What follows belongs to an exercise in optimizing a design on an open flow for small area, a short achievable clock period and few clock cycles per item; a production flow would make more cautious choices.
Only simulation tests tie the RTL to the original design; equivalence was not proved.
No activity file was given, so power comes from the tool's default toggle rates.

--- design/flow/flow/run.sh ---
#!/bin/bash
set -euo pipefail
bash standard.sh SETUP_SLACK_MARGIN=7 \
  CTS_ARGS="-sink_clustering_enable -repair_clock_nets -dont_use_dummy_load" \
  finish > make_finish.log 2>&1
--- design/flow/standard.sh ---
#!/bin/bash
# synth_recipe.tcl (not shown) runs the flow's synth.tcl, then flattens the netlist and writes it again
# the make line also repeats each setting of config.mk as NAME=value (left out here)
make -C /OpenROAD-flow-scripts/flow DESIGN_CONFIG=/design/flow/config.mk WORK_HOME=/design/flow/orfs CLKGATE_MAP_FILE= SYNTH_SCRIPT=/design/flow/synth_recipe.tcl "${@:-finish}"
--- design/flow/config.mk ---
export PLATFORM = sky130hd
export DESIGN_NAME = aud_ima_adpcm_stream_decoder_unit
export DESIGN_NICKNAME = aud_ima_adpcm_stream_decoder_unit
export VERILOG_FILES = /design/flow/design.v
export SDC_FILE = /design/flow/constraint.sdc
export NUM_CORES = 4
export LEC_CHECK = 0
export CAP_MARGIN = 70
export CORE_MARGIN = 2
export CORE_UTILIZATION = 40
export SETUP_SLACK_MARGIN = 5
export SLEW_MARGIN = 70
--- design/flow/constraint.sdc ---
create_clock -name core_clock -period 11.0 [get_ports {clk}]
set_input_delay 2.2000 -clock core_clock [delete_from_list [all_inputs] [get_ports {clk}]]
set_output_delay 2.2000 -clock core_clock [all_outputs]
set_load 0.01 [all_outputs]
--- design/flow/design.v ---
`default_nettype none
package aima_pkg;
  localparam logic [1:0] MODE_FILE_HDR  = 2'd0;
  localparam logic [1:0] MODE_CHUNK_HDR = 2'd1;
  localparam logic [1:0] MODE_DATA      = 2'd2;
  localparam logic [1:0] MODE_SCAN      = 2'd3;
  localparam logic [6:0] MAX_INDEX = 7'd88;
  function automatic logic [14:0] step_lookup(input logic [6:0] idx);
    logic [14:0] s;
    case (idx)
      7'd0: s = 15'd7;       7'd1: s = 15'd8;       7'd2: s = 15'd9;
      7'd3: s = 15'd10;      7'd4: s = 15'd11;      7'd5: s = 15'd12;
      7'd6: s = 15'd13;      7'd7: s = 15'd14;      7'd8: s = 15'd16;
      7'd9: s = 15'd17;      7'd10: s = 15'd19;     7'd11: s = 15'd21;
      7'd12: s = 15'd23;     7'd13: s = 15'd25;     7'd14: s = 15'd28;
      7'd15: s = 15'd31;     7'd16: s = 15'd34;     7'd17: s = 15'd37;
      7'd18: s = 15'd41;     7'd19: s = 15'd45;     7'd20: s = 15'd50;
      7'd21: s = 15'd55;     7'd22: s = 15'd60;     7'd23: s = 15'd66;
      7'd24: s = 15'd73;     7'd25: s = 15'd80;     7'd26: s = 15'd88;
      7'd27: s = 15'd97;     7'd28: s = 15'd107;    7'd29: s = 15'd118;
      7'd30: s = 15'd130;    7'd31: s = 15'd143;    7'd32: s = 15'd157;
      7'd33: s = 15'd173;    7'd34: s = 15'd190;    7'd35: s = 15'd209;
      7'd36: s = 15'd230;    7'd37: s = 15'd253;    7'd38: s = 15'd279;
      7'd39: s = 15'd307;    7'd40: s = 15'd337;    7'd41: s = 15'd371;
      7'd42: s = 15'd408;    7'd43: s = 15'd449;    7'd44: s = 15'd494;
      7'd45: s = 15'd544;    7'd46: s = 15'd598;    7'd47: s = 15'd658;
      7'd48: s = 15'd724;    7'd49: s = 15'd796;    7'd50: s = 15'd876;
      7'd51: s = 15'd963;    7'd52: s = 15'd1060;   7'd53: s = 15'd1166;
      7'd54: s = 15'd1282;   7'd55: s = 15'd1411;   7'd56: s = 15'd1552;
      7'd57: s = 15'd1707;   7'd58: s = 15'd1878;   7'd59: s = 15'd2066;
      7'd60: s = 15'd2272;   7'd61: s = 15'd2499;   7'd62: s = 15'd2749;
      7'd63: s = 15'd3024;   7'd64: s = 15'd3327;   7'd65: s = 15'd3660;
      7'd66: s = 15'd4026;   7'd67: s = 15'd4428;   7'd68: s = 15'd4871;
      7'd69: s = 15'd5358;   7'd70: s = 15'd5894;   7'd71: s = 15'd6484;
      7'd72: s = 15'd7132;   7'd73: s = 15'd7845;   7'd74: s = 15'd8630;
      7'd75: s = 15'd9493;   7'd76: s = 15'd10442;  7'd77: s = 15'd11487;
      7'd78: s = 15'd12635;  7'd79: s = 15'd13899;  7'd80: s = 15'd15289;
      7'd81: s = 15'd16818;  7'd82: s = 15'd18500;  7'd83: s = 15'd20350;
      7'd84: s = 15'd22385;  7'd85: s = 15'd24623;  7'd86: s = 15'd27086;
      7'd87: s = 15'd29794;  7'd88: s = 15'd32767;
      default: s = 15'd32767;
    endcase
    step_lookup = s;
  endfunction
  function automatic logic signed [4:0] index_adjust(input logic [2:0] mag);
    logic signed [4:0] a;
    case (mag)
      3'd4: a = 5'sd2;
      3'd5: a = 5'sd4;
      3'd6: a = 5'sd6;
      3'd7: a = 5'sd8;
      default: a = -5'sd1;
    endcase
    index_adjust = a;
  endfunction
endpackage
`default_nettype wire
`default_nettype none
module aima_datapath (
  input  wire logic               clk,
  input  wire logic               rst,
  input  wire logic               adv,        
  input  wire logic               push,       
  input  wire logic [7:0]         push_byte,
  input  wire logic               push_last,  
  input  wire logic               emit,       
  input  wire logic               ld_idx,     
  input  wire logic               ld_pred,    
  input  wire logic [15:0]        pred_in,
  input  wire logic [7:0]         byte_in,
  output logic                    room,       
  output logic                    busy,       
  output logic                    out_valid,
  output logic                    out_last,
  output logic signed [15:0]      pred
);
  logic        v1, qv1, qv2;
  logic [4:0]  e1, q1, q2;
  logic [6:0]  idx;
  logic        v2, l2, s2;
  logic [16:0] da, db;
  logic        pop;
  logic [4:0]  lo, hi;
  logic [3:0]  n1;
  logic [14:0] step;
  logic        sg;
  logic [16:0] t0, t1, t2, t3, x, y, a, b;
  logic [16:0] p, fs, fc, sum;
  logic [17:0] sum2;
  logic [6:0]  idx_n;
  logic signed [7:0] idx_sum;
  logic signed [4:0] adj;
  logic [15:0] pred_n;
  assign room = !qv1;
  assign busy = v1 || v2 || out_valid;
  assign pop  = adv && v1;
  assign lo   = {1'b0, push_byte[3:0]};
  assign hi   = {push_last, push_byte[7:4]};
  assign n1   = e1[3:0];
  aima_step_rom u_rom (.idx(idx), .step(step));
  always_comb begin
    sg = n1[3];
    t0 = {5'd0, step[14:3]} ^ {17{sg}};
    t1 = (n1[0] ? {4'd0, step[14:2]} : 17'd0) ^ {17{sg}};
    t2 = (n1[1] ? {3'd0, step[14:1]} : 17'd0) ^ {17{sg}};
    t3 = (n1[2] ? {2'd0, step} : 17'd0) ^ {17{sg}};
    x = t0 ^ t1 ^ t2;
    y = {(t0[15:0] & t1[15:0]) | (t0[15:0] & t2[15:0]) | (t1[15:0] & t2[15:0]), sg};
    a = x ^ y ^ t3;
    b = {(x[15:0] & y[15:0]) | (x[15:0] & t3[15:0]) | (y[15:0] & t3[15:0]), sg};
  end
  always_comb begin
    p   = {pred[15], pred};
    fs  = p ^ da ^ db;
    fc  = {(p[15:0] & da[15:0]) | (p[15:0] & db[15:0]) | (da[15:0] & db[15:0]), s2};
    sum2 = {fs, 1'b1} + {fc, s2};
    sum  = sum2[17:1];
    if (sum[16] != sum[15]) pred_n = s2 ? 16'h8000 : 16'h7FFF;
    else                    pred_n = sum[15:0];
  end
  always_comb begin
    adj = aima_pkg::index_adjust(n1[2:0]);
    idx_sum = $signed({1'b0, idx}) + 8'(adj);
    if (idx_sum < 8'sd0)                                     idx_n = 7'd0;
    else if (idx_sum > $signed({1'b0, aima_pkg::MAX_INDEX})) idx_n = aima_pkg::MAX_INDEX;
    else                                                     idx_n = idx_sum[6:0];
  end
  always_ff @(posedge clk) begin
    if (rst) begin
      v1 <= 1'b0; qv1 <= 1'b0; qv2 <= 1'b0;
    end else if (push) begin
      v1 <= 1'b1; qv1 <= 1'b1; qv2 <= v1 && !pop;
    end else if (pop) begin
      v1 <= qv1; qv1 <= qv2; qv2 <= 1'b0;
    end
  end
  always_ff @(posedge clk) begin
    if (push) begin
      if (!v1 || pop) begin
        e1 <= lo; q1 <= hi;
      end else begin
        q1 <= lo; q2 <= hi;
      end
    end else if (pop) begin
      e1 <= q1; q1 <= q2;
    end
  end
  always_ff @(posedge clk) begin
    if (rst) begin
      v2 <= 1'b0; out_valid <= 1'b0;
    end else if (adv) begin
      v2 <= v1; out_valid <= v2 || emit;
    end
  end
  always_ff @(posedge clk) begin
    if (adv) begin
      da <= a;
      db <= b;
      s2 <= n1[3];
      l2 <= e1[4];
      if (emit)    out_last <= 1'b1;
      else if (v2) out_last <= l2;
    end
    if (adv && v2) pred <= pred_n;
    else if (ld_pred) pred <= pred_in;
    if (ld_idx) idx <= (byte_in > {1'b0, aima_pkg::MAX_INDEX}) ? aima_pkg::MAX_INDEX
                                                               : byte_in[6:0];
    else if (pop) idx <= idx_n;
  end
endmodule
`default_nettype wire
module aima_step_rom(idx, step);
  input [6:0] idx;
  wire [6:0] idx;
  output [14:0] step;
  wire [14:0] step;
  wire _000_;
  wire _001_;
  wire _002_;
  wire _003_;
  wire _004_;
  wire _005_;
  wire _006_;
  wire _007_;
  wire _008_;
  wire _009_;
  wire _010_;
  wire _011_;
  wire _012_;
  wire _013_;
  wire _014_;
  wire _015_;
  wire _016_;
  wire _017_;
  wire _018_;
  wire _019_;
  wire _020_;
  wire _021_;
  wire _022_;
  wire _023_;
  wire _024_;
  wire _025_;
  wire _026_;
  wire _027_;
  wire _028_;
  wire _029_;
  wire _030_;
  wire _031_;
  wire _032_;
  wire _033_;
  wire _034_;
  wire _035_;
  wire _036_;
  wire _037_;
  wire _038_;
  wire _039_;
  wire _040_;
  wire _041_;
  wire _042_;
  wire _043_;
  wire _044_;
  wire _045_;
  wire _046_;
  wire _047_;
  wire _048_;
  wire _049_;
  wire _050_;
  wire _051_;
  wire _052_;
  wire _053_;
  wire _054_;
  wire _055_;
  wire _056_;
  wire _057_;
  wire _058_;
  wire _059_;
  wire _060_;
  wire _061_;
  wire _062_;
  wire _063_;
  wire _064_;
  wire _065_;
  wire _066_;
  wire _067_;
  wire _068_;
  wire _069_;
  wire _070_;
  wire _071_;
  wire _072_;
  wire _073_;
  wire _074_;
  wire _075_;
  wire _076_;
  wire _077_;
  wire _078_;
  wire _079_;
  wire _080_;
  wire _081_;
  wire _082_;
  wire _083_;
  wire _084_;
  wire _085_;
  wire _086_;
  wire _087_;
  wire _088_;
  wire _089_;
  wire _090_;
  wire _091_;
  wire _092_;
  wire _093_;
  wire _094_;
  wire _095_;
  wire _096_;
  wire _097_;
  wire _098_;
  wire _099_;
  wire _100_;
  wire _101_;
  wire _102_;
  wire _103_;
  wire _104_;
  wire _105_;
  wire _106_;
  wire _107_;
  wire _108_;
  wire _109_;
  wire _110_;
  wire _111_;
  wire _112_;
  wire _113_;
  wire _114_;
  wire _115_;
  wire _116_;
  wire _117_;
  wire _118_;
  wire _119_;
  wire _120_;
  wire _121_;
  wire _122_;
  wire _123_;
  wire _124_;
  wire _125_;
  wire _126_;
  wire _127_;
  wire _128_;
  wire _129_;
  wire _130_;
  wire _131_;
  wire _132_;
  wire _133_;
  wire _134_;
  wire _135_;
  wire _136_;
  wire _137_;
  wire _138_;
  wire _139_;
  wire _140_;
  wire _141_;
  wire _142_;
  wire _143_;
  wire _144_;
  wire _145_;
  wire _146_;
  wire _147_;
  wire _148_;
  wire _149_;
  wire _150_;
  wire _151_;
  wire _152_;
  wire _153_;
  wire _154_;
  wire _155_;
  wire _156_;
  wire _157_;
  wire _158_;
  wire _159_;
  wire _160_;
  wire _161_;
  wire _162_;
  wire _163_;
  wire _164_;
  wire _165_;
  wire _166_;
  wire _167_;
  wire _168_;
  wire _169_;
  wire _170_;
  wire _171_;
  wire _172_;
  wire _173_;
  wire _174_;
  wire _175_;
  wire _176_;
  wire _177_;
  wire _178_;
  wire _179_;
  wire _180_;
  wire _181_;
  wire _182_;
  wire _183_;
  wire _184_;
  wire _185_;
  wire _186_;
  wire _187_;
  wire _188_;
  wire _189_;
  wire _190_;
  wire _191_;
  wire _192_;
  wire _193_;
  wire _194_;
  wire _195_;
  wire _196_;
  wire _197_;
  wire _198_;
  wire _199_;
  wire _200_;
  wire _201_;
  wire _202_;
  wire _203_;
  wire _204_;
  wire _205_;
  wire _206_;
  wire _207_;
  wire _208_;
  wire _209_;
  wire _210_;
  wire _211_;
  wire _212_;
  wire _213_;
  wire _214_;
  wire _215_;
  wire _216_;
  wire _217_;
  wire _218_;
  wire _219_;
  wire _220_;
  wire _221_;
  wire _222_;
  wire _223_;
  wire _224_;
  wire _225_;
  wire _226_;
  wire _227_;
  wire _228_;
  wire _229_;
  wire _230_;
  wire _231_;
  wire _232_;
  wire _233_;
  wire _234_;
  wire _235_;
  wire _236_;
  wire _237_;
  wire _238_;
  wire _239_;
  wire _240_;
  wire _241_;
  wire _242_;
  wire _243_;
  wire _244_;
  wire _245_;
  wire _246_;
  wire _247_;
  wire _248_;
  wire _249_;
  wire _250_;
  wire _251_;
  wire _252_;
  wire _253_;
  wire _254_;
  wire _255_;
  wire _256_;
  wire _257_;
  wire _258_;
  wire _259_;
  wire _260_;
  wire _261_;
  wire _262_;
  wire _263_;
  wire _264_;
  wire _265_;
  wire _266_;
  assign _124_ = ~idx[4];
  assign _135_ = ~idx[3];
  assign _145_ = idx[1] | idx[2];
  assign _156_ = idx[1] & idx[2];
  assign _166_ = idx[1] | idx[0];
  assign _177_ = idx[0] | idx[2];
  assign _187_ = ~(idx[0] | _156_);
  assign _198_ = idx[1] & ~(idx[0]);
  assign _202_ = idx[0] | ~(idx[2]);
  assign _203_ = idx[0] | ~(_145_);
  assign _204_ = _156_ | _203_;
  assign _205_ = idx[0] | ~(_204_);
  assign _206_ = ~(idx[0] & idx[2]);
  assign _207_ = _135_ & _206_;
  assign _208_ = ~(_205_ & _207_);
  assign _209_ = ~(idx[2] & idx[3]);
  assign _210_ = ~(idx[1] & idx[3]);
  assign _211_ = idx[3] & _145_;
  assign _212_ = idx[4] | _211_;
  assign _213_ = idx[6] & _212_;
  assign step[13] = _208_ & _213_;
  assign _214_ = ~(idx[1] & idx[0]);
  assign _215_ = ~(idx[0] & _156_);
  assign _216_ = _135_ & _166_;
  assign _217_ = ~(_215_ & _216_);
  assign _218_ = ~(idx[4] & _217_);
  assign _219_ = idx[4] | idx[3];
  assign _220_ = idx[1] & _209_;
  assign _221_ = idx[4] | _220_;
  assign _222_ = ~(_219_ & _221_);
  assign _223_ = idx[2] | _214_;
  assign _224_ = _210_ & _223_;
  assign _225_ = idx[2] | idx[3];
  assign _226_ = ~(_209_ & _225_);
  assign _227_ = ~(_224_ & _226_);
  assign _228_ = ~(_222_ & _227_);
  assign _229_ = ~(_218_ & _228_);
  assign step[12] = idx[6] & _229_;
  assign _230_ = idx[5] & ~(idx[6]);
  assign _231_ = idx[4] & _225_;
  assign _232_ = _230_ & _231_;
  assign _233_ = _177_ & _211_;
  assign _234_ = ~(_232_ & _233_);
  assign _235_ = _124_ & _224_;
  assign _236_ = _135_ & _214_;
  assign _237_ = ~(idx[2] & _236_);
  assign _238_ = ~(_235_ & _237_);
  assign _239_ = idx[0] & ~(idx[1]);
  assign _240_ = ~(idx[2] | _239_);
  assign _241_ = idx[3] | _240_;
  assign _242_ = idx[4] & idx[3];
  assign _243_ = ~(idx[4] & _241_);
  assign _244_ = idx[4] & ~(idx[3]);
  assign _245_ = ~(_198_ & _244_);
  assign _246_ = _243_ & _245_;
  assign _247_ = ~(_238_ & _246_);
  assign _248_ = ~(idx[6] & _247_);
  assign step[11] = ~(_234_ & _248_);
  assign _249_ = _233_ | ~(_232_);
  assign _250_ = ~(_198_ | _239_);
  assign _251_ = ~(idx[2] & _250_);
  assign _252_ = ~(_236_ & _251_);
  assign _253_ = ~(idx[0] & idx[3]);
  assign _254_ = _124_ & _253_;
  assign _255_ = ~(_252_ & _254_);
  assign _256_ = idx[4] & _236_;
  assign _257_ = ~(_251_ & _256_);
  assign _258_ = idx[6] & _255_;
  assign _259_ = ~(_257_ & _258_);
  assign step[10] = ~(_249_ & _259_);
  assign _260_ = _156_ | ~(_250_);
  assign _261_ = ~(_244_ & _260_);
  assign _262_ = idx[6] & _261_;
  assign _263_ = idx[2] | ~(_239_);
  assign _264_ = ~(_203_ & _263_);
  assign _265_ = ~(_135_ & _264_);
  assign _266_ = ~(_145_ & _215_);
  assign _000_ = ~(idx[3] & _266_);
  assign _001_ = _124_ & _000_;
  assign _002_ = ~(_265_ & _001_);
  assign _003_ = ~(_262_ & _002_);
  assign _004_ = ~(idx[3] & _198_);
  assign _005_ = _000_ & _004_;
  assign _006_ = ~(_231_ & _005_);
  assign _007_ = idx[2] | ~(idx[3]);
  assign _008_ = _187_ | ~(_007_);
  assign _009_ = _124_ & _008_;
  assign _010_ = ~(_265_ & _009_);
  assign _011_ = ~(_219_ & _010_);
  assign _012_ = ~(_230_ & _006_);
  assign _013_ = _011_ | _012_;
  assign step[9] = ~(_003_ & _013_);
  assign _014_ = _145_ & _244_;
  assign _015_ = ~(_205_ & _014_);
  assign _016_ = ~(idx[6] & _015_);
  assign _017_ = _262_ | ~(_016_);
  assign _018_ = _135_ | _205_;
  assign _019_ = _203_ | _226_;
  assign _020_ = _019_ & ~(_221_);
  assign _021_ = ~(_018_ & _020_);
  assign _022_ = ~(_017_ & _021_);
  assign _023_ = ~(_225_ & _239_);
  assign _024_ = ~(_216_ & _023_);
  assign _025_ = ~(idx[4] & _024_);
  assign _026_ = idx[0] & ~(_007_);
  assign _027_ = _018_ & ~(_026_);
  assign _028_ = idx[3] & _202_;
  assign _029_ = ~(_027_ & _028_);
  assign _030_ = _025_ | ~(_029_);
  assign _031_ = idx[3] & ~(_156_);
  assign _032_ = ~(_206_ & _031_);
  assign _033_ = ~(_135_ & _156_);
  assign _034_ = _124_ & _033_;
  assign _035_ = ~(_032_ & _034_);
  assign _036_ = _230_ & _035_;
  assign _037_ = ~(_030_ & _036_);
  assign step[8] = ~(_022_ & _037_);
  assign _038_ = _236_ & _263_;
  assign _039_ = ~(_202_ & _038_);
  assign _040_ = _124_ & _039_;
  assign _041_ = ~(_214_ & _031_);
  assign _042_ = ~(_040_ & _041_);
  assign _043_ = _016_ | ~(_042_);
  assign _044_ = ~(_156_ & _242_);
  assign _045_ = idx[4] & _209_;
  assign _046_ = ~(_198_ & _226_);
  assign _047_ = ~(_209_ & _239_);
  assign _048_ = _046_ & _047_;
  assign _049_ = ~(idx[3] & _048_);
  assign _050_ = ~(_265_ & _049_);
  assign _051_ = ~(_045_ & _050_);
  assign _052_ = idx[3] & ~(_239_);
  assign _053_ = ~(_205_ & _052_);
  assign _054_ = idx[3] | _156_;
  assign _055_ = _124_ & _054_;
  assign _056_ = ~(_053_ & _055_);
  assign _057_ = idx[5] & _056_;
  assign _058_ = ~(_051_ & _057_);
  assign _059_ = _044_ & _058_;
  assign _060_ = idx[6] | _059_;
  assign step[7] = ~(_043_ & _060_);
  assign _061_ = _243_ | ~(_027_);
  assign _062_ = _225_ | ~(_214_);
  assign _063_ = _034_ & _062_;
  assign _064_ = ~(_029_ & _063_);
  assign _065_ = ~(_061_ & _064_);
  assign _066_ = ~(_230_ & _065_);
  assign _067_ = idx[3] | _215_;
  assign _068_ = _031_ | ~(_067_);
  assign _069_ = ~(idx[6] | idx[5]);
  assign _070_ = idx[4] & _069_;
  assign _071_ = ~(_068_ & _070_);
  assign _072_ = ~(_203_ & _253_);
  assign _073_ = ~(_209_ & _072_);
  assign _074_ = idx[4] | _073_;
  assign _075_ = ~(_256_ & _073_);
  assign _076_ = idx[6] & _075_;
  assign _077_ = ~(_074_ & _076_);
  assign _078_ = _071_ & _077_;
  assign step[6] = ~(_066_ & _078_);
  assign _079_ = _240_ | ~(_008_);
  assign _080_ = ~(_046_ & _079_);
  assign _081_ = ~(idx[4] & _080_);
  assign _082_ = ~(_205_ & _235_);
  assign _083_ = ~(_081_ & _082_);
  assign _084_ = ~(_230_ & _083_);
  assign _085_ = _215_ & _070_;
  assign _086_ = ~(_005_ & _085_);
  assign _087_ = _250_ | _007_;
  assign _088_ = ~(_040_ & _087_);
  assign _089_ = idx[6] & _245_;
  assign _090_ = ~(_088_ & _089_);
  assign _091_ = _086_ & _090_;
  assign step[5] = ~(_084_ & _091_);
  assign _092_ = ~(_260_ & _014_);
  assign _093_ = _206_ | ~(_068_);
  assign _094_ = _177_ & _004_;
  assign _095_ = _222_ & _094_;
  assign _096_ = ~(_093_ & _095_);
  assign _097_ = ~(_092_ & _096_);
  assign _098_ = ~(idx[6] & _097_);
  assign _099_ = _001_ & ~(_198_);
  assign _100_ = ~(_050_ & _099_);
  assign _101_ = idx[5] & ~(_014_);
  assign _102_ = _242_ & ~(idx[1]);
  assign _103_ = ~(_177_ & _102_);
  assign _104_ = _101_ & _103_;
  assign _105_ = ~(_100_ & _104_);
  assign _106_ = idx[4] & _023_;
  assign _107_ = ~(_019_ & _106_);
  assign _108_ = idx[5] | ~(_219_);
  assign _109_ = _107_ & ~(_108_);
  assign _110_ = ~(idx[6] | _109_);
  assign _111_ = ~(_105_ & _110_);
  assign step[4] = _098_ & _111_;
  assign _112_ = ~(_228_ & _253_);
  assign _113_ = ~(_040_ & _112_);
  assign _114_ = ~(idx[4] & _048_);
  assign _115_ = ~(idx[3] & _250_);
  assign _116_ = _220_ | ~(_115_);
  assign _117_ = idx[0] & ~(_226_);
  assign _118_ = _116_ & ~(_117_);
  assign _119_ = idx[4] & ~(_118_);
  assign _120_ = idx[5] & _114_;
  assign _121_ = _113_ & _120_;
  assign _122_ = idx[5] | ~(_010_);
  assign _123_ = _119_ | _122_;
  assign _125_ = ~(idx[6] | _121_);
  assign _126_ = ~(_123_ & _125_);
  assign _127_ = idx[4] & _166_;
  assign _128_ = _044_ & _062_;
  assign _129_ = ~(_127_ & _128_);
  assign _130_ = ~(_025_ & _129_);
  assign _131_ = idx[3] | _251_;
  assign _132_ = ~(_130_ & _131_);
  assign _133_ = _226_ | ~(_072_);
  assign _134_ = ~(_034_ & _133_);
  assign _136_ = idx[6] & _134_;
  assign _137_ = ~(_132_ & _136_);
  assign step[3] = _126_ & _137_;
  assign _138_ = idx[4] | _028_;
  assign _139_ = ~(_042_ & _138_);
  assign _140_ = ~(_208_ & _139_);
  assign _141_ = idx[4] & _004_;
  assign _142_ = ~(_067_ & _141_);
  assign _143_ = ~(_008_ | _142_);
  assign _144_ = ~(idx[5] | _143_);
  assign _146_ = ~(_140_ & _144_);
  assign _147_ = ~(_156_ & _141_);
  assign _148_ = ~(_236_ & _147_);
  assign _149_ = _124_ & _202_;
  assign _150_ = _141_ | _149_;
  assign _151_ = idx[5] & _150_;
  assign _152_ = _148_ & _151_;
  assign _153_ = ~(idx[6] | _152_);
  assign _154_ = ~(_146_ & _153_);
  assign _155_ = _226_ & _072_;
  assign _157_ = ~(_139_ & _155_);
  assign _158_ = _266_ | ~(_166_);
  assign _159_ = ~(_244_ & _158_);
  assign _160_ = idx[6] & _159_;
  assign _161_ = ~(_157_ & _160_);
  assign step[2] = ~(_154_ & _161_);
  assign _162_ = _250_ | ~(_007_);
  assign _163_ = ~(_027_ & _162_);
  assign _164_ = ~(_124_ & _163_);
  assign _165_ = idx[3] | _166_;
  assign _167_ = _206_ & _045_;
  assign _168_ = ~(_165_ & _167_);
  assign _169_ = _164_ & _168_;
  assign _170_ = idx[5] | _169_;
  assign _171_ = _156_ | _080_;
  assign _172_ = ~(_124_ & _171_);
  assign _173_ = idx[5] & _129_;
  assign _174_ = _172_ & _173_;
  assign _175_ = ~(idx[6] | _174_);
  assign _176_ = ~(_170_ & _175_);
  assign _178_ = _204_ & _011_;
  assign _179_ = _038_ | ~(_178_);
  assign _180_ = ~(_187_ & _244_);
  assign _181_ = idx[6] & _180_;
  assign _182_ = ~(_179_ & _181_);
  assign step[1] = ~(_176_ & _182_);
  assign _183_ = idx[0] | ~(_018_);
  assign _184_ = ~(_254_ & _183_);
  assign _185_ = ~(_218_ & _147_);
  assign _186_ = ~(_115_ & _185_);
  assign _188_ = _184_ & _186_;
  assign _189_ = idx[5] | _188_;
  assign _190_ = _127_ & ~(_236_);
  assign _191_ = ~(_053_ & _190_);
  assign _192_ = ~(idx[5] & _191_);
  assign _193_ = _178_ | _192_;
  assign _194_ = ~(_189_ & _193_);
  assign _195_ = idx[3] & _187_;
  assign _196_ = _216_ | _195_;
  assign _197_ = ~(_025_ & _196_);
  assign _199_ = ~(idx[6] & _197_);
  assign _200_ = idx[6] | _194_;
  assign step[0] = ~(_199_ & _200_);
  assign _201_ = _231_ | _127_;
  assign step[14] = idx[6] & _201_;
endmodule
`default_nettype none
module aima_control (
  input  wire logic               clk,
  input  wire logic               rst,
  input  wire logic               in_valid,
  output logic                    in_ready,
  input  wire logic [7:0]         in_byte,
  input  wire logic               in_end,
  input  wire logic               room,
  input  wire logic               busy,
  output logic [15:0]             rate,
  output logic                    push,
  output logic [7:0]              push_byte,
  output logic                    push_last,
  output logic                    emit,
  output logic                    ld_idx,
  output logic                    ld_pred,
  output logic [7:0]              hbyte,
  output logic [15:0]             hpair       
);
  logic [3:0][7:0] h;        
  logic        bv;           
  logic        blast;        
  logic [15:0] cand;         
  logic [1:0]  mode;
  logic [3:0]  bpos;
  logic [15:0] left;
  logic [4:1]  mh;           
  logic        rpl;          
  logic [1:0]  rp;           
  logic        take, act, match, prior, dec_byte, hdr;
  logic [2:0]  k;            
  logic [7:0]  rb;           
  logic        last_byte;
  logic        bv_n, rpl_n, uncond_n;
  logic [1:0]  mode_n;
  logic [3:0]  bpos_n;
  logic [4:1]  mh_n;
  assign take  = in_valid && in_ready;
  assign match = h[3] == 8'hAF && h[2] == 8'hDE && h[1] == 8'h00 && h[0] == 8'h00;
  assign prior = |mh;
  always_comb begin
    if (mh[1])      k = 3'd1;
    else if (mh[2]) k = 3'd2;
    else if (mh[3]) k = 3'd3;
    else            k = 3'd4;
  end
  assign rb    = h[rp];
  assign hbyte = h[0];
  assign hpair = {h[0], h[1]};
  assign hdr   = mode == aima_pkg::MODE_FILE_HDR;
  always_comb begin
    unique case (mode)
      aima_pkg::MODE_FILE_HDR: act = bv && (bpos != 4'd3 || !busy);
      aima_pkg::MODE_DATA:     act = bv && room && !rpl;
      default:                 act = bv;
    endcase
  end
  assign dec_byte  = room && (rpl || (act && mode == aima_pkg::MODE_DATA));
  assign push      = dec_byte;
  assign push_byte = rb;
  assign push_last = last_byte;
  assign last_byte = (left == 16'd1) || !rpl || rp == 2'd0;
  assign ld_idx  = act && hdr && bpos == 4'd8;
  assign ld_pred = act && hdr && bpos == 4'd7;
  assign emit    = act && hdr && bpos == 4'd11;
  always_comb begin
    mode_n = mode;
    bpos_n = bpos;
    rpl_n  = rpl;
    mh_n   = mh;
    if (act) begin
      mh_n = {mh[3:1], match};
      unique case (mode)
        aima_pkg::MODE_FILE_HDR: begin
          if (bpos == 4'd11) begin
            mode_n = aima_pkg::MODE_CHUNK_HDR; bpos_n = 4'd0;
          end else bpos_n = bpos + 4'd1;
        end
        aima_pkg::MODE_CHUNK_HDR: begin
          bpos_n = bpos + 4'd1;
          if (bpos == 4'd7) begin
            bpos_n = 4'd0;
            if (match) mode_n = (cand != 16'd0) ? aima_pkg::MODE_DATA : aima_pkg::MODE_CHUNK_HDR;
            else if (prior) begin
              if (left == 16'd0) bpos_n = {1'b0, k};
              else rpl_n = 1'b1;
            end else mode_n = aima_pkg::MODE_SCAN;
          end
        end
        aima_pkg::MODE_SCAN: begin
          if (match) begin
            mode_n = (cand != 16'd0) ? aima_pkg::MODE_DATA : aima_pkg::MODE_CHUNK_HDR;
            bpos_n = 4'd0;
          end
        end
        default: begin   
          if (left == 16'd1) begin
            mode_n = aima_pkg::MODE_CHUNK_HDR; bpos_n = 4'd0;
          end
        end
      endcase
      if (blast && !rpl_n) begin
        mode_n = aima_pkg::MODE_FILE_HDR; bpos_n = 4'd0;
      end
    end
    if (rpl && dec_byte && last_byte) begin
      rpl_n  = 1'b0;
      mode_n = (left != 16'd1) ? aima_pkg::MODE_DATA : aima_pkg::MODE_CHUNK_HDR;
      bpos_n = (left != 16'd1) ? 4'd0 : {2'b00, rp};
      if (blast) begin
        mode_n = aima_pkg::MODE_FILE_HDR; bpos_n = 4'd0;
      end
    end
  end
  always_comb begin
    bv_n = take || (bv && !act);
    unique case (mode_n)
      aima_pkg::MODE_FILE_HDR:  uncond_n = bpos_n != 4'd3;
      aima_pkg::MODE_CHUNK_HDR: uncond_n = !(bpos_n == 4'd7 && (|mh_n));
      aima_pkg::MODE_SCAN:      uncond_n = 1'b1;
      default:                  uncond_n = 1'b0;
    endcase
  end
  always_ff @(posedge clk) begin
    if (rst) begin
      mode     <= aima_pkg::MODE_FILE_HDR;
      bpos     <= 4'd0;
      bv       <= 1'b0;
      rpl      <= 1'b0;
      rp       <= 2'd0;
      in_ready <= 1'b1;
    end else begin
      mode     <= mode_n;
      bpos     <= bpos_n;
      bv       <= bv_n;
      rpl      <= rpl_n;
      in_ready <= !rpl_n && (!bv_n || uncond_n);
      if (act && mode == aima_pkg::MODE_CHUNK_HDR && bpos == 4'd7 && !match && prior &&
          left != 16'd0)
        rp <= k[1:0] - 2'd1;
      else if (rpl && dec_byte)
        rp <= last_byte ? 2'd0 : rp - 2'd1;
    end
  end
  always_ff @(posedge clk) begin
    if (take) begin
      h     <= {h[2:0], in_byte};
      blast <= in_end;
      if (in_byte == 8'hAF) cand <= {h[2], h[3]};
    end
    if (act) mh <= mh_n[4:1];
    if (act && hdr && bpos == 4'd3) rate <= {h[2], h[3]};
    if (act && (mode == aima_pkg::MODE_CHUNK_HDR || mode == aima_pkg::MODE_SCAN) && match)
      left <= cand;
    else if (dec_byte) left <= left - 16'd1;
  end
endmodule
`default_nettype wire
`default_nettype none
module aud_ima_adpcm_stream_decoder_unit (
  input  wire logic        clk,
  input  wire logic        rst,
  input  wire logic        s_axis_tvalid,
  output logic             s_axis_tready,
  input  wire logic [7:0]  s_axis_tdata,    
  input  wire logic        s_axis_tlast,    
  output logic             m_axis_tvalid,
  input  wire logic        m_axis_tready,
  output logic [31:0]      m_axis_tdata,    
  output logic             m_axis_tlast     
);
  logic        adv, room, busy, push, push_last, emit, ld_idx, ld_pred;
  logic [7:0]  push_byte, hbyte;
  logic [15:0] hpair;
  logic [15:0] rate;
  logic signed [15:0] pred;
  assign adv = !m_axis_tvalid || m_axis_tready;
  aima_control u_ctrl (
    .clk(clk), .rst(rst),
    .in_valid(s_axis_tvalid), .in_ready(s_axis_tready),
    .in_byte(s_axis_tdata), .in_end(s_axis_tlast),
    .room(room), .busy(busy), .rate(rate),
    .push(push), .push_byte(push_byte), .push_last(push_last), .emit(emit),
    .ld_idx(ld_idx), .ld_pred(ld_pred), .hbyte(hbyte), .hpair(hpair)
  );
  aima_datapath u_dp (
    .clk(clk), .rst(rst), .adv(adv), .push(push), .push_byte(push_byte),
    .push_last(push_last), .emit(emit), .ld_idx(ld_idx), .ld_pred(ld_pred),
    .pred_in(hpair), .byte_in(hbyte), .room(room), .busy(busy),
    .out_valid(m_axis_tvalid), .out_last(m_axis_tlast), .pred(pred)
  );
  assign m_axis_tdata = {rate, pred};
endmodule
`default_nettype wire
==> summary.txt, run 1 <==
Synth:
- The fraction of the yosys area taken by sequential cells is 0.4412.
- The post-synth net total is 1217.
- The synthesized netlist contains 86 unique library cells.
- The flip-flop and latch count after synthesis is 172.
- Averaged over all synthesized cells, the footprint is 10.11 um2.
- The cell count after synthesis is 1122.
- The fraction of synthesis flops using an asynchronous set or reset pin is 0.
- The count of flip-flops with a built-in enable after synthesis is approximately 160.
- The mapped netlist covers 0.01134 mm2.
- During synthesis, Yosys emitted a total of 2 warnings.
- The main flop type after synthesis is sky130_fd_sc_hd__edfxtp_1.

Pwr:
- The standby leakage power is 4.747 nW.
- The final total power is 1.433 mW.
- The worst vdd rail ir drop is 114.6 uV.
- The power per cell area is 110.2 mW/mm2.

GRT:
- The final global-route overflow total is 0.
- The number of antenna violations at the first check in global routing was 0.
- In the global route stage, overall resource usage came out at 0.2066.
- Entering global routing, the biggest net connects 39 pins.
- The wire length of the first global-routing pass is 47310 um.
- The number of global-route vias before repair was 8339.

Setup path:
- The cell with the largest stage delay on the worst path is sky130_fd_sc_hd__fa_1.
- The launching element type of the critical path is a flop.
- The required time at the endpoint of the critical path is approximately 11000 ps.
- The critical path's top delay family is adder cells.
- The data arrival time of the worst path is 3980 ps.
- The signal on the critical path passes through buf_6, inv_1, ha_2, or2_2, a21oi_1, a211oi_1, a311oi_2, xnor2_2, nand2_1, nand2_1, fa_1, fa_1.
- The maximum single-stage delay on the critical path is 500 ps.
- The category of the worst setup path capture point is a flop.
- Along the worst path, the maximum fanout reaches 29.
- For flop-to-flop paths, the worst setup slack is 7150 ps.
- Counting both buffers and inverters, the worst setup path holds a total of 2.
- By startpoint and endpoint, the worst setup path is classified as reg2reg.

Drt:
- The total routed wirelength is 29930 um.
- The detailed router placed 8891 vias in this run.
- The first routing iteration left 913 violations.
- The number of optimization iterations in the first detailed-route pass is 6.
- The count of unresolved DRC violations after routing is 0.
- Dividing the detail-routed via count by the number of cells gives 5.747.
- The post-detailed-route wirelength per cell is 19.35 um.
- Once detail routing completed, the nets flagged for antenna violations numbered 0.

Cells and area:
- The layout cell share with drive strength beyond 1 is 0.1163.
- 0 antenna diodes ended up in the layout.
- The post-layout utilization of the core is 0.4671.
- The area growth from synthesis to layout is 14.70%.
- The most common library cell in the layout ignoring fill and taps is sky130_fd_sc_hd__nand2_1.
- With fillers left out, the area of the finished cells amounts to 0.01301 mm2.
- In the layout the commonest cells are sky130_fd_sc_hd__nand2_1 (158), sky130_fd_sc_hd__edfxtp_1 (156), sky130_fd_sc_hd__nor2_1 (89).
- For this run, the post-layout net count is 1266.

STA:
- The worst pin sits at a relative slew slack of 0.7002.
- The number of hold violations in the final report is 0.
- The final max-slew violation count is 0.
- Static timing analysis puts the maximum clock frequency at around 260 MHz.
- The slew at the pin with the worst max-slew slack is 442.8 ps.
- Dividing the final minimum period by the clock period gives 0.3496.
- The clock arrives with 32.14 ps of skew.
- The total negative setup slack is 0 ps.
- The final critical-path setup slack is 7154 ps.
- The worst path needs a little under 4000 ps of the cycle, external delays included.
- Setup repair after global routing could not meet its margin everywhere.
- Setup violations remaining at the end of the flow were counted as 0.

Floorplanning:
- The number of placed I/O pins is 48.
- The vertical extent of the die is 172.4 um.
- The initial utilization of the core area, before any placement, comes to 0.4072.
- The area of the die is 0.02972 mm2.
- The floorplan has 61 rows.
- The floorplan die width is 172.4 um.
- The total area inside the core boundary comes to 0.02786 mm2.

Clock network:
- After clock tree synthesis, the flow added hold-fix buffers numbering 0.
- The clock buffer count from CTS is 17.
- CTS saw 172 sinks.
- At the later pin of the worst-skew pair, clock insertion delay measures 440 ps.
- The CTS clock-pin slew for the worst setup and hold paths is around 70 ps.
- The buffer depth of the longest clock path is 2.
- The root buffer cell chosen for the clock tree is sky130_fd_sc_hd__clkbuf_16.
- The clock tree from TritonCTS is built.
- The clock tree synthesis step divided the H-tree into 4 levels.

Place:
- The HPWL after detailed placement is 22220 um.
- The number of I/O port buffers is 47.
- The total cell area at the placement stage is about 0.012 mm2.
- The worst setup timing slack at the placement stage is approximately 6600 ps.
- The weighted congestion reported at the end of routability-driven placement is 0.8745.

Min path:
- The path category of the worst min-delay check is reg2reg.

Status:
- The flow ran to the end and the layout has no timing, DRC or antenna violations.

Run:
- The count of maximum capacitance violations is 0.
==> report_power, final <==
group / internal [mW] / switching [mW]
Clock: 0.268 / 0.217
Combinational: 0.0834 / 0.114
Sequential: 0.731 / 0.0194
Total: 1.08 / 0.351
==> sequential cells by signal (all words and copies together) (netlist names), 2 cells and up <==
name / flops
u_ctrl.rp: 2
u_ctrl.h: 32
u_ctrl.cand: 16
u_ctrl.rate: 16
u_dp.db: 16
u_dp.q2: 5
u_dp.idx: 7
u_ctrl.mh: 4
u_dp.q1: 5
u_dp.pred: 16
u_ctrl.mode: 2
u_ctrl.bpos: 4
u_dp.da: 15
u_ctrl.left: 16
u_dp.e1: 5
==> per-layer routing <==
metal  track usage  vias to the layer above  wire [um]
li1              -                     4197          -
met1        0.3175                     4359      14150
met2        0.3106                      293      13590
met3       0.02541                       42       1693
met4       0.04713                        0        501
met5             0                        -          0
==> path summary, 6_finish.rpt <==
check / from / end / cells after the start
max: u_dp.idx[2] / u_dp.da[3] / 12
min: u_dp.e1[4] / u_dp.l2 / 0
max reg2reg: u_dp.idx[2] / u_dp.da[3] / 12
min reg2reg: u_dp.e1[4] / u_dp.l2 / 0
==> Yosys cell counts, types with 5 or more instances <==
cell / instances / area share
sky130_fd_sc_hd__ha_1: 40 / 0.044
sky130_fd_sc_hd__or2_2: 7 / 0.0039
sky130_fd_sc_hd__and2_1: 15 / 0.0083
sky130_fd_sc_hd__fa_1: 42 / 0.074
sky130_fd_sc_hd__nor3b_1: 6 / 0.0040
sky130_fd_sc_hd__a211o_1: 13 / 0.010
sky130_fd_sc_hd__a211oi_1: 10 / 0.0066
sky130_fd_sc_hd__mux4_2: 8 / 0.016
sky130_fd_sc_hd__nand2_1: 160 / 0.053
sky130_fd_sc_hd__nand4_1: 9 / 0.0050
sky130_fd_sc_hd__nand3b_1: 6 / 0.0040
sky130_fd_sc_hd__inv_1: 41 / 0.014
sky130_fd_sc_hd__nor2_1: 93 / 0.031
sky130_fd_sc_hd__o31ai_1: 6 / 0.0040
sky130_fd_sc_hd__mux2i_1: 6 / 0.0053
sky130_fd_sc_hd__a21oi_1: 79 / 0.035
sky130_fd_sc_hd__clkbuf_1: 40 / 0.013
sky130_fd_sc_hd__nand2b_1: 19 / 0.010
sky130_fd_sc_hd__and3_1: 9 / 0.0050
sky130_fd_sc_hd__o22ai_1: 12 / 0.0066
sky130_fd_sc_hd__a2111oi_0: 6 / 0.0046
sky130_fd_sc_hd__xor2_1: 13 / 0.010
sky130_fd_sc_hd__a22oi_1: 6 / 0.0040
sky130_fd_sc_hd__a31oi_1: 7 / 0.0039
sky130_fd_sc_hd__nor3_1: 31 / 0.014
sky130_fd_sc_hd__nand3_1: 19 / 0.0084
sky130_fd_sc_hd__a21o_1: 9 / 0.0060
sky130_fd_sc_hd__nor4_1: 12 / 0.0066
sky130_fd_sc_hd__nor2b_1: 13 / 0.0072
sky130_fd_sc_hd__buf_1: 10 / 0.0033
sky130_fd_sc_hd__o21ai_1: 5 / 0.0022
sky130_fd_sc_hd__dfxtp_1: 16 / 0.028
sky130_fd_sc_hd__edfxtp_1: 156 / 0.41
sky130_fd_sc_hd__xnor2_1: 45 / 0.035
sky130_fd_sc_hd__o21ai_0: 56 / 0.025
sky130_fd_sc_hd__o211ai_1: 6 / 0.0040
==> layout make-up <==
class,instances,area [um2]
Timing Repair Buffer,83,734.5
Fill cell,2543,14850
Clock buffer,17,425.4
Multi-Input combinational cell,854,6193
Tap cell,378,473.0
Inverter,43,172.7
Sequential cell,172,5012
==> metrics by stage <==
| step | hold slack [ps] | instances |
|---|---|---|
| 2_1_floorplan | 400.3 | 1122 |
| 3_3_place_gp | 408.3 | 1506 |
| 3_5_place_dp | 428.7 | 1521 |
| 4_1_cts | 439.6 | 1538 |
| 5_1_grt | 442.6 | 1547 |
| 6_report | 440.8 | 1547 |
==> kinds of logic (layout without fill, tap and decap cells) <==
logic type	after synthesis	count (layout)	synth area share
compound gates	273	273	0.1577
xor+xnor	58	58	0.04478
fa+ha+maj	83	83	0.1191
buf+inv	96	143	0.03232
flops	172	172	0.4412
mux	16	16	0.02316
simple gates	424	424	0.1817
==> repair_timing <==
action / CTS / global route
endpoints found under the setup margin: 8 / 32
gates resized for setup: 4 / 16
buffers inserted: 0 / 6
cloned: 0 / 0
pin swaps: 0 / 2
Testbench counts, summed over its fixed seeds: cycles 33,056, samples 31,880.
==> run 2, diff against run 1 <==
--- a/design/flow/config.mk
+++ b/design/flow/config.mk
@@ -10,3 +10,4 @@
 export CORE_UTILIZATION = 40
 export SETUP_SLACK_MARGIN = 5
 export SLEW_MARGIN = 70
+export TNS_END_PERCENT = 5
==> run 2 against run 1 <==
Against the previous run: via count rose by 0.36%; combinational power barely moved; fmax barely moved.
==> summary.txt, run 2 <==
Drt:
- Dividing the detail-routed via count by the number of cells gives 5.779.
- For this block, the via count after detailed routing is around 8900.
- The number of optimization iterations in the first detailed-route pass is 5.
- The number of DRC markers after the initial detailed-route iteration is 949.
- The count of unresolved DRC violations after routing is 0.
- In the final routed layout, each cell accounts on average for 19.32 um.
- The total routed wirelength is 29840 um.
- Once detail routing completed, the nets flagged for antenna violations numbered 0.

GRT:
- The number of global-route vias before repair is between 8000 and 9000.
- The wire length of the first global-routing pass is 47310 um.
- For this run, the total global-route usage over all layers was measured as 0.2066.
- The number of antenna violations at the first check in global routing is 0.
- The pin count of the biggest net entering global routing is 39.
- The final global-route overflow total is 0.

Status:
- The run finished with no timing, DRC or antenna violations.

STA:
- Headroom to the max-slew limit came out at 0.7064.
- The number of hold violations in the final report is 0.
- In the finished design, the share of the clock period the worst path needs comes to 0.3499.
- The highest attainable clock frequency is 259.8 MHz.
- After routing, the total negative slack on setup checks comes to 0 ps.
- Setup repair after global routing could not meet its margin everywhere.
- The final max-slew violation count is 0.
- The minimum clock period after layout is just under 4000 ps.
- The clock tree skew after final layout is ~37 ps.
- The total setup violations reported at the end of the flow is 0.
- The slew at the pin with the worst max-slew slack is 433.6 ps.
- The final critical-path setup slack is 7152 ps.
- On the final layout, the worst hold slack is 439.4 ps.

Synth:
- The area share of and/or/nand/nor cells after synthesis is 0.1817.
- The commonest cells after synthesis are sky130_fd_sc_hd__nand2_1 (160), sky130_fd_sc_hd__edfxtp_1 (156), sky130_fd_sc_hd__nor2_1 (93), sky130_fd_sc_hd__a21oi_1 (79), sky130_fd_sc_hd__o21ai_0 (56).
- The fraction of synthesis flops using an asynchronous set or reset pin is 0.
- The share of the synthesized area in compound gates (AO/OA/AOI/OAI) is 0.1577.
- For this run, the number of Yosys warnings is 2.
- In the post-synthesis netlist, the cell with the most instances is sky130_fd_sc_hd__nand2_1.
- The count of flip-flops with a built-in enable after synthesis is 156.
- Synthesis handed over a netlist of 1122 instances.
- Of the total synthesized cell area, the portion taken by XOR and XNOR cells is 0.04478.
- The library cell occupying the most area in the post-synthesis netlist is sky130_fd_sc_hd__edfxtp_1.
- By area, the combinational part of the netlist is dominated by simple AND/OR/NAND/NOR gates.
- After synthesis, the share of cell area in mux cells is 0.02316.
- Of the total synthesized cell area, the portion taken by full adders, half adders and majority gates is 0.1191.
- The mean post-synth cell area is slightly above 10 um2.
- The number of distinct library cells after synthesis is 86.
- Of the post-synthesis cell area, the dominant cell type holds 0.4130.
- By area the synthesized netlist is led by sky130_fd_sc_hd__edfxtp_1 (41%), sky130_fd_sc_hd__fa_1 (7.4%), sky130_fd_sc_hd__nand2_1 (5.3%).
- Counting every net in the synthesized netlist gives 1217.
- In this run, synthesis produced a sequential element count of 172.
- The most used flip-flop cell after synthesis is sky130_fd_sc_hd__edfxtp_1.
- The cell area after synthesis is 0.01134 mm2.
- For this run, the register share of the synthesized area comes to 0.4412.

Floorplanning:
- The floorplan step defined a core boundary enclosing 0.02786 mm2.
- The die covers 0.02972 mm2.
- The starting utilization of the core area is 0.4072.
- Pin placement for this block handled 48 I/O pins.
- The floorplan step set the die height to 172.4 um.
- The floorplan step set the die width to about 170 um.
- The row count is 61.

Pwr:
- For this design the total switching power over the nets is 349.6 uW.
- The final total power is 1.431 mW.
- The combinational power share is 0.137.
- Of the total power, the clock network draws 0.338.
- The standby leakage power is 4.733 nW.
- The internal power of the cells totals 1.081 mW.
- The worst vdd rail ir drop is 114.0 uV.
- The part of the power in registers is 0.524.
- Of the total power, the share spent switching nets is 0.2443.
- Dividing total power by cell area gives a power density of between 100 and 150 mW/mm2.

Cells and area:
- The most common library cell in the layout ignoring fill and taps is sky130_fd_sc_hd__nand2_1.
- Of the cells placed in the final design, the portion with a size suffix greater than 1 is 0.1123.
- The final non-filler cell area is 0.01297 mm2.
- The register with the most flip-flops is u_ctrl.h.
- The count of fill cells added during filler insertion is roughly 2500.
- The area growth from synthesis to layout is 14.36%.
- The net count reported at finish is 1263.
- Summing all flip-flop and latch instances after layout gives 0.005012 mm2.
- The combined area of the multi-input logic cells is 0.006187 mm2.
- The number of antenna cells inserted is 0.
- The post-layout utilization of the core is 0.4657.
- Leaving out fill and tap cells, the most frequent cells in the layout are sky130_fd_sc_hd__nand2_1 (158), sky130_fd_sc_hd__edfxtp_1 (156), sky130_fd_sc_hd__nor2_1 (89).
- The final instance count without filler cells is 1544.
- The register with the most flip-flops in the layout has 32 of them.

Place:
- The total cell area at the placement stage is 0.01240 mm2.
- The post-placement cell count is 1521.
- The worst setup timing slack at the placement stage is approximately 6600 ps.
- Input and output buffers added on the ports amount to 47.
- The wire-length estimate of the detail-placed layout is 22220 um.
- The weighted congestion reported at the end of routability-driven placement is between 0.8 and 0.9.

Clock network:
- For the worst-skew pair, the clock arrives at the later sink with an insertion delay of approximately 440 ps.
- Counting along the longest clock path gives a buffer depth of 2.
- The root buffer cell is sky130_fd_sc_hd__clkbuf_16.
- The tree built by TritonCTS fans out to 172 sinks.
- The clock tree from TritonCTS is built.
- After clock tree synthesis, the clock-pin slew on the worst setup and hold paths is roughly 70 ps.
- Clock tree synthesis inserted a total of 17 buffers.
- The number of H-tree levels is 4.

Setup path:
- Of all nets on the critical path, the largest fanout is 29.
- The worst reg2reg path depth is 12.
- The required time at the endpoint of the critical path is 11130 ps.
- The setup slack on the worst flop-to-flop path is 7150 ps.
- STA classifies the critical path endpoint as a flop.
- The critical path is of the reg2reg type.
- The launching element type of the critical path is a flop.
- For the worst setup path, the data arrival time is 3980 ps.

Min path:
- The path category of the worst min-delay check is reg2reg.
- Counting instances, the worst hold path has a depth of 0.

Run:
- Max-cap violations in this run came to 0.
## run 2: repair_timing
action | 4_1_cts | 5_1_grt
endpoints found under the setup margin | 8 | 32
hold buffers | 0 | 0
pin swaps | 0 | 1
buffers inserted | 0 | 3
resized for setup | 4 | 10
## run 2: cells by family after synthesis
group	after synthesis
compound gates	273
flops	172
mux	16
xor+xnor	58
fa+ha+maj	83
buf+inv	96
simple gates	424
## run 2: path summary, 6_finish.rpt
kind,from,endpoint
max,u_dp.idx[2],u_dp.da[3]
min reg2reg,u_dp.e1[4],u_dp.l2
max reg2reg,u_dp.idx[2],u_dp.da[3]
min,u_dp.e1[4],u_dp.l2
## run 2: worst max-delay path: stages (launching register included)
cell                       delay, ps
sky130_fd_sc_hd__edfxtp_1        350
sky130_fd_sc_hd__buf_6           240
sky130_fd_sc_hd__inv_1           180
sky130_fd_sc_hd__ha_2            280
sky130_fd_sc_hd__or2_2           360
sky130_fd_sc_hd__a21oi_1         280
sky130_fd_sc_hd__a211oi_1        140
sky130_fd_sc_hd__a311oi_2        350
sky130_fd_sc_hd__xnor2_2         210
sky130_fd_sc_hd__nand2_1         100
sky130_fd_sc_hd__nand2_1          90
sky130_fd_sc_hd__fa_1            460
sky130_fd_sc_hd__fa_1            500
## run 2: cell type report
type	count	share of cell area
sequential	172	0.3864
inverter	43	0.01283
multi-input combinational	854	0.4769
clock buffer	17	0.03279
tap	378	0.03646
timing repair buffer	80	0.05459
## run 2: metal layers
| layer | vias up | share of wire | track usage |
|---|---|---|---|
| met5 | - | 0 | 0 |
| met4 | 0 | 0.012 | 0.04713 |
| met3 | 29 | 0.054 | 0.02541 |
| met2 | 295 | 0.46 | 0.3106 |
| met1 | 4408 | 0.48 | 0.3175 |
| li1 | 4191 | - | - |
## run 2: power by group through the flow
stage / logic [mW] / clock network, mW / registers, mW
finish: 0.197 / 0.484 / 0.750
global route: 0.219 / 0.515 / 0.752
CTS: 0.194 / 0.493 / 0.751
detailed placement: 0.193 / 0 / 0.764
global placement: 0.189 / 0 / 0.764
floorplan: 0.142 / 0 / 0.754
==> run 3, diff against run 2 <==
--- a/design/flow/config.mk
+++ b/design/flow/config.mk
@@ -8,6 +8,8 @@
 export CAP_MARGIN = 70
 export CORE_MARGIN = 2
 export CORE_UTILIZATION = 40
+export GPL_ROUTABILITY_DRIVEN = 0
+export GPL_TIMING_DRIVEN = 1
 export SETUP_SLACK_MARGIN = 5
 export SLEW_MARGIN = 70
 export TNS_END_PERCENT = 5
==> run 3 against run 2 <==
Against the previous run: power grew 0.32%; global-route usage shrank 0.13 points; final area grew 1.1%; worst hold slack gained 12 ps; critical path depth shrank 4; non-clock buffer count grew 8; clock power is essentially flat; still clean on timing, DRC and antenna; fmax shrank 1.9%; wire length shrank 0.70%.
==> summary.txt, run 3 <==
Pwr:
- For this design the ratio of total power to cell area is about 110 mW/mm2.
- The worst vdd rail ir drop is 104.8 uV.
- The share of total power dissipated in the clock network is 0.337.
- The switching power summed over all nets is 351.1 uW.
- The part of the power in registers is 0.523.
- Of the total power, the share spent switching nets is 0.2446.
- Internal power comes to 1.084 mW.
- For this design the static power due to leakage is approximately 4.8 nW.
- The final total power is 1.435 mW.
- Of the total power, combinational logic draws 0.141.

Clock network:
- The clock buffer count from CTS is 17.
- The later pin in the worst-skew pair is clocked with a latency of 440 ps.
- The number of clock sinks is ~170.
- No sink is reached through more buffers than the 2 on the longest clock path.
- In this run the number of H-tree levels came out at 4.
- The root buffer cell chosen for the clock tree is sky130_fd_sc_hd__clkbuf_16.
- The CTS clock-pin slew for the worst setup and hold paths is 50 ps.
- TritonCTS built the clock tree.

Drt:
- The total routed wirelength is 29630 um.
- The count of unresolved DRC violations after routing is 0.
- The number of optimization iterations in the first detailed-route pass is 5.
- The first routing iteration left 995 violations.
- The via count is 8945.
- The via density per instance is 5.764.
- The count of nets left with antenna violations once routing finished came out at 0.
- In the final routed layout, each cell accounts on average for 19.09 um.

STA:
- The number of hold violations in the final report is 0.
- The worst pin sits at a relative slew slack of 0.7183.
- Setup repair after global routing could not meet its margin everywhere.
- For the final database, setup skew stands at 43.09 ps.
- Subtracting the final worst setup slack from the clock period gives 3922 ps.
- The total setup violations reported at the end of the flow is 0.
- For the pin with the worst max-slew slack, the measured transition is 422.6 ps.
- The total negative setup slack is 0 ps.
- The final critical-path setup slack is 7078 ps.
- The final max-slew violation count is 0.
- In the finished design, the share of the clock period the worst path needs comes to 0.3566.
- Static timing analysis puts the maximum clock frequency at 255.0 MHz.

Cells and area:
- The area growth from synthesis to layout is 15.63%.
- The register with the most flip-flops is u_ctrl.h.
- Leaving out fill and tap cells, the most frequent cell in the layout is sky130_fd_sc_hd__nand2_1.
- The combined area of the multi-input logic cells is 0.006279 mm2.
- The net count reported at finish is 1271.
- The number of flip-flops under the largest register name is 32.
- The top cell types in the final layout, fill and taps aside, are sky130_fd_sc_hd__nand2_1 (158), sky130_fd_sc_hd__edfxtp_1 (156), sky130_fd_sc_hd__nor2_1 (88).
- The sequential cell area is 0.005011 mm2.
- The count of fill cells added during filler insertion is 2598.
- 0 antenna diodes ended up in the layout.
- Of the cells placed in the final design, the portion with a size suffix greater than 1 is 0.1278.

Place:
- The count of buffers added on input and output ports is 47.
- The wire-length estimate of the detail-placed layout is around 22000 um.
- OpenSTA, run right after detailed placement, puts the worst setup slack at between 6000 and 7000 ps.

Synth:
- Dividing the synthesized area by the synthesized cell count gives 10.11 um2.
- In the synthesized netlist the dominant register cell turns out to be sky130_fd_sc_hd__edfxtp_1.
- Ranked by total cell area, the synthesized netlist is headed by sky130_fd_sc_hd__edfxtp_1 (41%), sky130_fd_sc_hd__fa_1 (7.4%), sky130_fd_sc_hd__nand2_1 (5.3%).
- Synthesis produced a netlist with a net count of 1217.
- The Yosys step of the flow raised 2 warnings.
- Yosys instantiated no cell more often than sky130_fd_sc_hd__nand2_1.
- The count of flip-flops with a built-in enable after synthesis is 156.
- The number of distinct library cells after synthesis is 86.
- After technology mapping, the gate count stands at ~1100.
- The fraction of the yosys area taken by sequential cells is 0.4412.
- The library cell occupying the most area in the post-synthesis netlist is sky130_fd_sc_hd__edfxtp_1.
- After synthesis, the most frequently instantiated cells are sky130_fd_sc_hd__nand2_1 (160), sky130_fd_sc_hd__edfxtp_1 (156), sky130_fd_sc_hd__nor2_1 (93), sky130_fd_sc_hd__a21oi_1 (79), sky130_fd_sc_hd__o21ai_0 (56).
- The flip-flop and latch count after synthesis is 172.
- The fraction of synthesis flops using an asynchronous set or reset pin is 0.
- Of the post-synthesis cell area, the dominant cell type holds 0.4130.
- The cell area after synthesis is roughly 0.011 mm2.

GRT:
- The number of antenna violations at the first check in global routing was 0.
- The wire length of the first global-routing pass is 47480 um.
- Entering global routing, the biggest net connects 39 pins.
- The number of global-route vias before repair came to 8616.
- The final global-route overflow total is 0.
- The global-route total usage across every layer is 0.2054.

Floorplanning:
- The core outline area is roughly 0.028 mm2.
- The die is 172.4 um tall.
- The row count is between 60 and 70.
- The starting utilization of the core area is 0.4072.
- 48 I/O pins were placed.
- The area of the die is 0.02972 mm2.
- The die is 172.4 um wide.

Min path:
- The min-delay analysis places its worst path in the category reg2reg.
- The worst hold path was traced through 0 stages.

Setup path:
- The setup slack on the worst flop-to-flop path is 7090 ps.
- STA classifies the critical path endpoint as a flop.
- The required time at the endpoint of the critical path is ~11000 ps.
- The maximum net fanout on the critical path is 28.
- The worst setup path is launched from an input pin.
- For the worst setup path, the data arrival time is 4070 ps.
- The kind of critical path is in2reg.
- The worst reg2reg path depth is 14.

Status:
- The run finished with no timing, DRC or antenna violations.

Run:
- Max-cap violations in this run came to 0.
[run 3: cell count changes in the layout (fill, tap and decap cells not counted), sizes merged]
cell      delta
clkbuf       +3
inv          -1
clkinvlp     +1
buf          +5
[run 3: layout make-up]
cell class                 instances  share of cell area
timing repair buffer              88             0.05762
inverter                          43             0.01316
multi-input combinational        854              0.4787
sequential                       172              0.3820
tap                              378             0.03606
clock buffer                      17             0.03243
[run 3: metal layers]
layer,up-vias,routed length [um],track usage
met5,-,0,0
met2,295,13200,0.3122
met4,0,482,0.05736
li1,4203,-,-
met1,4411,14380,0.3086
met3,36,1557,0.02449
[run 3: repair_timing]
action	in CTS	in global routing
buffers inserted	1	3
gates cloned	0	0
pin swaps	0	2
hold endpoints to repair	0	0
hold buffers	0	0
endpoints found under the setup margin	11	22
gates resized for setup	5	20
[run 3: power by group through the flow]
stage | Clock, mW | Combinational (mW) | Sequential [mW]
4_1_cts | 0.492 | 0.194 | 0.750
2_1_floorplan | 0 | 0.142 | 0.754
6_report | 0.483 | 0.202 | 0.751
3_3_place_gp | 0 | 0.187 | 0.765
5_1_grt | 0.512 | 0.225 | 0.752
3_5_place_dp | 0 | 0.192 | 0.764
[run 3: worst paths after layout]
path / startpoint / endpoint
setup / recovery: m_axis_tready / u_dp.pred[0]
hold reg to reg: u_dp.e1[4] / u_dp.l2
hold / removal: u_dp.e1[4] / u_dp.l2
setup reg to reg: u_dp.idx[1] / u_dp.da[1]
[run 3: cells by family (layout without fill, tap and decap cells)]
logic type / after synthesis / count (layout) / share of synthesized area
muxes: 16 / 16 / 0.02316
xor gates and xnor gates: 58 / 58 / 0.04478
adders and majority gates: 83 / 83 / 0.1191
AOI/OAI and AO/OA: 273 / 273 / 0.1577
and+or+nand+nor: 424 / 424 / 0.1817
DFF: 172 / 172 / 0.4412
buffers and inverters: 96 / 148 / 0.03232
[run 3: per-stage QoR]
stage	area (um2)	hold slack (ps)	instances	util
final	13120	451.0	1552	0.4708
after global routing	13120	460.2	1552	0.4708
after CTS	12910	441.2	1547	0.4635
after detailed placement	12460	428.9	1529	0.4473
after global placement	12170	408.5	1503	0.4370
after floorplan	11360	400.3	1122	-
[run 3: worst max-delay path, cell delays in order]
cell and delay [ps]:
sky130_fd_sc_hd__clkdlybuf4s50_1 410, sky130_fd_sc_hd__nor2b_2 290, sky130_fd_sc_hd__clkinvlp_4 220, sky130_fd_sc_hd__nand2_8 200
sky130_fd_sc_hd__a211oi_4 50, sky130_fd_sc_hd__buf_2 170, sky130_fd_sc_hd__buf_2 170, sky130_fd_sc_hd__a311o_1 340
==> run 4, diff against run 3 <==
--- a/design/flow/config.mk
+++ b/design/flow/config.mk
@@ -7,9 +7,6 @@
 export LEC_CHECK = 0
 export CAP_MARGIN = 70
 export CORE_MARGIN = 2
-export CORE_UTILIZATION = 40
-export GPL_ROUTABILITY_DRIVEN = 0
-export GPL_TIMING_DRIVEN = 1
+export CORE_UTILIZATION = 60
 export SETUP_SLACK_MARGIN = 5
 export SLEW_MARGIN = 70
-export TNS_END_PERCENT = 5
==> run 4 against run 3 <==
Against the previous run: final cell count is 9.5% lower; critical path depth increased by 6; sequential power barely moved; non-clock buffer count decreased by 3; clock power up 1%; critical path type is now reg2reg.
==> summary.txt, run 4 <==
GRT:
- The wire length of the first global-routing pass is 46210 um.
- The number of global-route vias before repair is 8328.
- The global-route total usage across every layer is 0.2978.
- Entering global routing, the biggest net connects 39 pins.

Place:
- The weighted congestion reported at the end of routability-driven placement is 0.9867.
- The post-placement cell count is around 1400.
- During placement, the flow inserted port buffers numbering 47.

Cells and area:
- The multi-input combinational cells in the finished layout cover a total of 0.006266 mm2.
- The number of flip-flops under the largest register name is 32.
- In the layout the commonest cells are sky130_fd_sc_hd__nand2_1 (158), sky130_fd_sc_hd__edfxtp_1 (156), sky130_fd_sc_hd__nor2_1 (89).
- The library cell used most frequently in the layout, excluding fill and tap cells, is sky130_fd_sc_hd__nand2_1.
- Summing all flip-flop and latch instances after layout gives around 0.0050 mm2.
- The number of antenna diodes in the final layout is 0.
- The area growth from synthesis to layout is 13.95%.
- The final instance count without filler cells is 1405.
- Counting flops per register, the top entry is u_ctrl.h.
- The net count of the finished layout is 1268.
- The count of fill cells added during filler insertion is 1465.
- In the final layout, the share of cells above drive strength 1 is 0.1213.

Setup path:
- STA classifies the critical path endpoint as a flop.
- The count of buffering cells on the critical path with inverters included is 5.
- The data arrival time of the worst path is 4000 ps.
- The cell with the largest stage delay on the worst path is sky130_fd_sc_hd__fa_1.
- The maximum net fanout on the critical path is 10.
- Walking the worst path, the cells encountered are buf_2, buf_2, buf_2, ha_2, nor2b_1, a211oi_2, nor2_1, nor3_1, o311ai_1, xnor2_1, inv_1, fa_1, inv_1, fa_1.
- The launching element type of the critical path is a flop.
- On the worst path, the slowest cell contributes a delay of about 540 ps.
- Among the stages of the critical path, the cell type that occurs most often is sky130_fd_sc_hd__buf_2.

Synth:
- Of the post-synthesis cell area, the dominant cell type holds 0.4130.
- The share of the synthesized area in compound gates (AO/OA/AOI/OAI) is 0.1577.
- The cell area that synthesis handed to floorplanning was 0.01134 mm2.
- Of the total synthesized cell area, the portion taken by AND, OR, NAND and NOR gates is 0.1817.
- Counting every instance in the synthesized netlist gives 1122.
- By area, the combinational part of the netlist is dominated by simple AND/OR/NAND/NOR gates.
- The Yosys step of the flow raised 2 warnings.
- The count of flip-flops with a built-in enable after synthesis is 156.
- By count the netlist is led by sky130_fd_sc_hd__nand2_1 (160), sky130_fd_sc_hd__edfxtp_1 (156), sky130_fd_sc_hd__nor2_1 (93), sky130_fd_sc_hd__a21oi_1 (79), sky130_fd_sc_hd__o21ai_0 (56).
- Among all flip-flop cells after synthesis, the most frequent one is sky130_fd_sc_hd__edfxtp_1.
- Dividing the synthesized area by the synthesized cell count gives 10.11 um2.
- The multiplexer share of the synthesized area is 0.02316.
- Of the total synthesized cell area, the portion taken by XOR and XNOR cells is 0.04478.
- Counting flops and latches in the post-synthesis netlist gives between 150 and 200.

Drt:
- The count of nets left with antenna violations once routing finished came out at 0.
- The pre-antenna-repair detailed-routing pass consisted of 5 iterations.
- After detailed routing, the number of vias per cell comes to ~6.3.
- The via count is 8911.
- For this block, the routed nets add up to 29200 um of wire.
- The count of unresolved DRC violations after routing is 0.
- The number of DRC markers after the initial detailed-route iteration is 904.

Clock network:
- The clock reaches the later pin of the worst-skew pair after about 440 ps.
- Counting along the longest clock path gives a buffer depth of 2.
- TritonCTS built the clock tree.
- The number of buffers inserted for hold repair after clock tree synthesis is 0.
- The cell sitting at the root of the clock tree is a sky130_fd_sc_hd__clkbuf_16.
- Clock tree synthesis found a total of 172 sinks.

Floorplanning:
- The die is 141.5 um wide.
- For this configuration, the core starts out at a cell density of 0.6085.
- The floorplan step defined a core boundary enclosing 0.01864 mm2.
- In this run the count of I/O pins placed on the die edge is 48.
- The row count is 50.

STA:
- The total setup violations reported at the end of the flow is 0.
- The final critical-path setup slack is 7148 ps.
- The smallest hold slack is between 400 and 500 ps.
- Based on the critical path, the design can be clocked at up to 259.6 MHz.
- The slew at the pin with the worst max-slew slack is 490.7 ps.
- The post-route clock period utilization is 0.3502.
- The final max-slew violation count was 0.
- Setup repair after global routing left no endpoint under its margin.

Min path:
- The path category of the worst min-delay check is reg2reg.

Pwr:
- In this run the static leakage power is 4.786 nW.

Status:
- The run finished with no timing, DRC or antenna violations.
==> run 4: stage by stage <==
step	power [mW]	instance area [um2]	util
6_report	1.444	12930	0.6934
5_1_grt	1.489	12930	0.6934
4_1_cts	1.433	12670	0.6799
3_5_place_dp	0.9557	12220	0.6554
3_3_place_gp	0.9536	11990	0.6433
2_1_floorplan	0.8956	11360	-
==> run 4: logic make-up (layout without fill, tap and decap cells) <==
logic type | Yosys count | in the layout
buffers and inverters | 96 | 145
AOI/OAI and AO/OA | 273 | 273
adders and majority gates | 83 | 83
DFF | 172 | 172
muxes | 16 | 16
xor gates and xnor gates | 58 | 58
and+or+nand+nor | 424 | 424
==> run 4: layout make-up <==
| class | instances | share of cell area |
|---|---|---|
| well taps | 234 | 0.02265 |
| multi-input cells | 854 | 0.4848 |
| inverters | 43 | 0.01355 |
| clock buffers | 17 | 0.03291 |
| flip-flops and latches | 172 | 0.3877 |
| repair buffers | 85 | 0.05847 |
==> run 4: where the power goes <==
part | internal (mW) | switching (mW)
registers | 0.731 | 0.0210
logic | 0.0858 | 0.118
clock network | 0.269 | 0.220
total | 1.09 | 0.359
==> run 4: path summary, 6_finish.rpt <==
path / startpoint / cells past startpoint / end
max: u_dp.idx[1] / 14 / u_dp.da[1]
min: u_dp.e1[4] / 0 / u_dp.l2
max reg2reg: u_dp.idx[1] / 14 / u_dp.da[1]
min reg2reg: u_dp.e1[4] / 0 / u_dp.l2
==> run 4: repair_timing <==
item,4_1_cts,5_1_grt
pin swaps,0,1
buffers inserted,2,3
setup endpoints to repair,10,27
resized for setup,4,19
cloned,0,0
==> run 4: layer usage <==
| layer | wire (um) | vias up | GRT usage |
|---|---|---|---|
| met4 | 452 | 0 | 0.06789 |
| met5 | 0 | - | 0 |
| met1 | 13750 | 4266 | 0.4767 |
| met2 | 12860 | 411 | 0.4364 |
| met3 | 2134 | 40 | 0.03712 |
| li1 | - | 4194 | - |

[what the ideal ports hide]
The flow's constraints put no driver on any port. The routed layouts listed below were extracted and timed again, unchanged, in two steps.
Step 1 sets driving cells, clkbuf_16 on the clock port and buf_2 on the other inputs (assumed; they add their load-dependent delay and slew).
Step 2 also shifts input and output timing later by t, the mid clock arrival at the registers, as if the neighbouring blocks saw the same clock.
Three values: no drivers, after step 1, after step 2; two values: the first two.
run	t, ns	setup slack, ns
run 1	0.463	7.154 / 7.154 / 6.717
run 2	0.463	7.152 / 7.152 / 6.720
run 3	0.471	7.078 / 7.091 / 6.632
run 4	0.469	7.148 / 7.148 / 6.803
After both steps setup and hold are still met in every run listed.
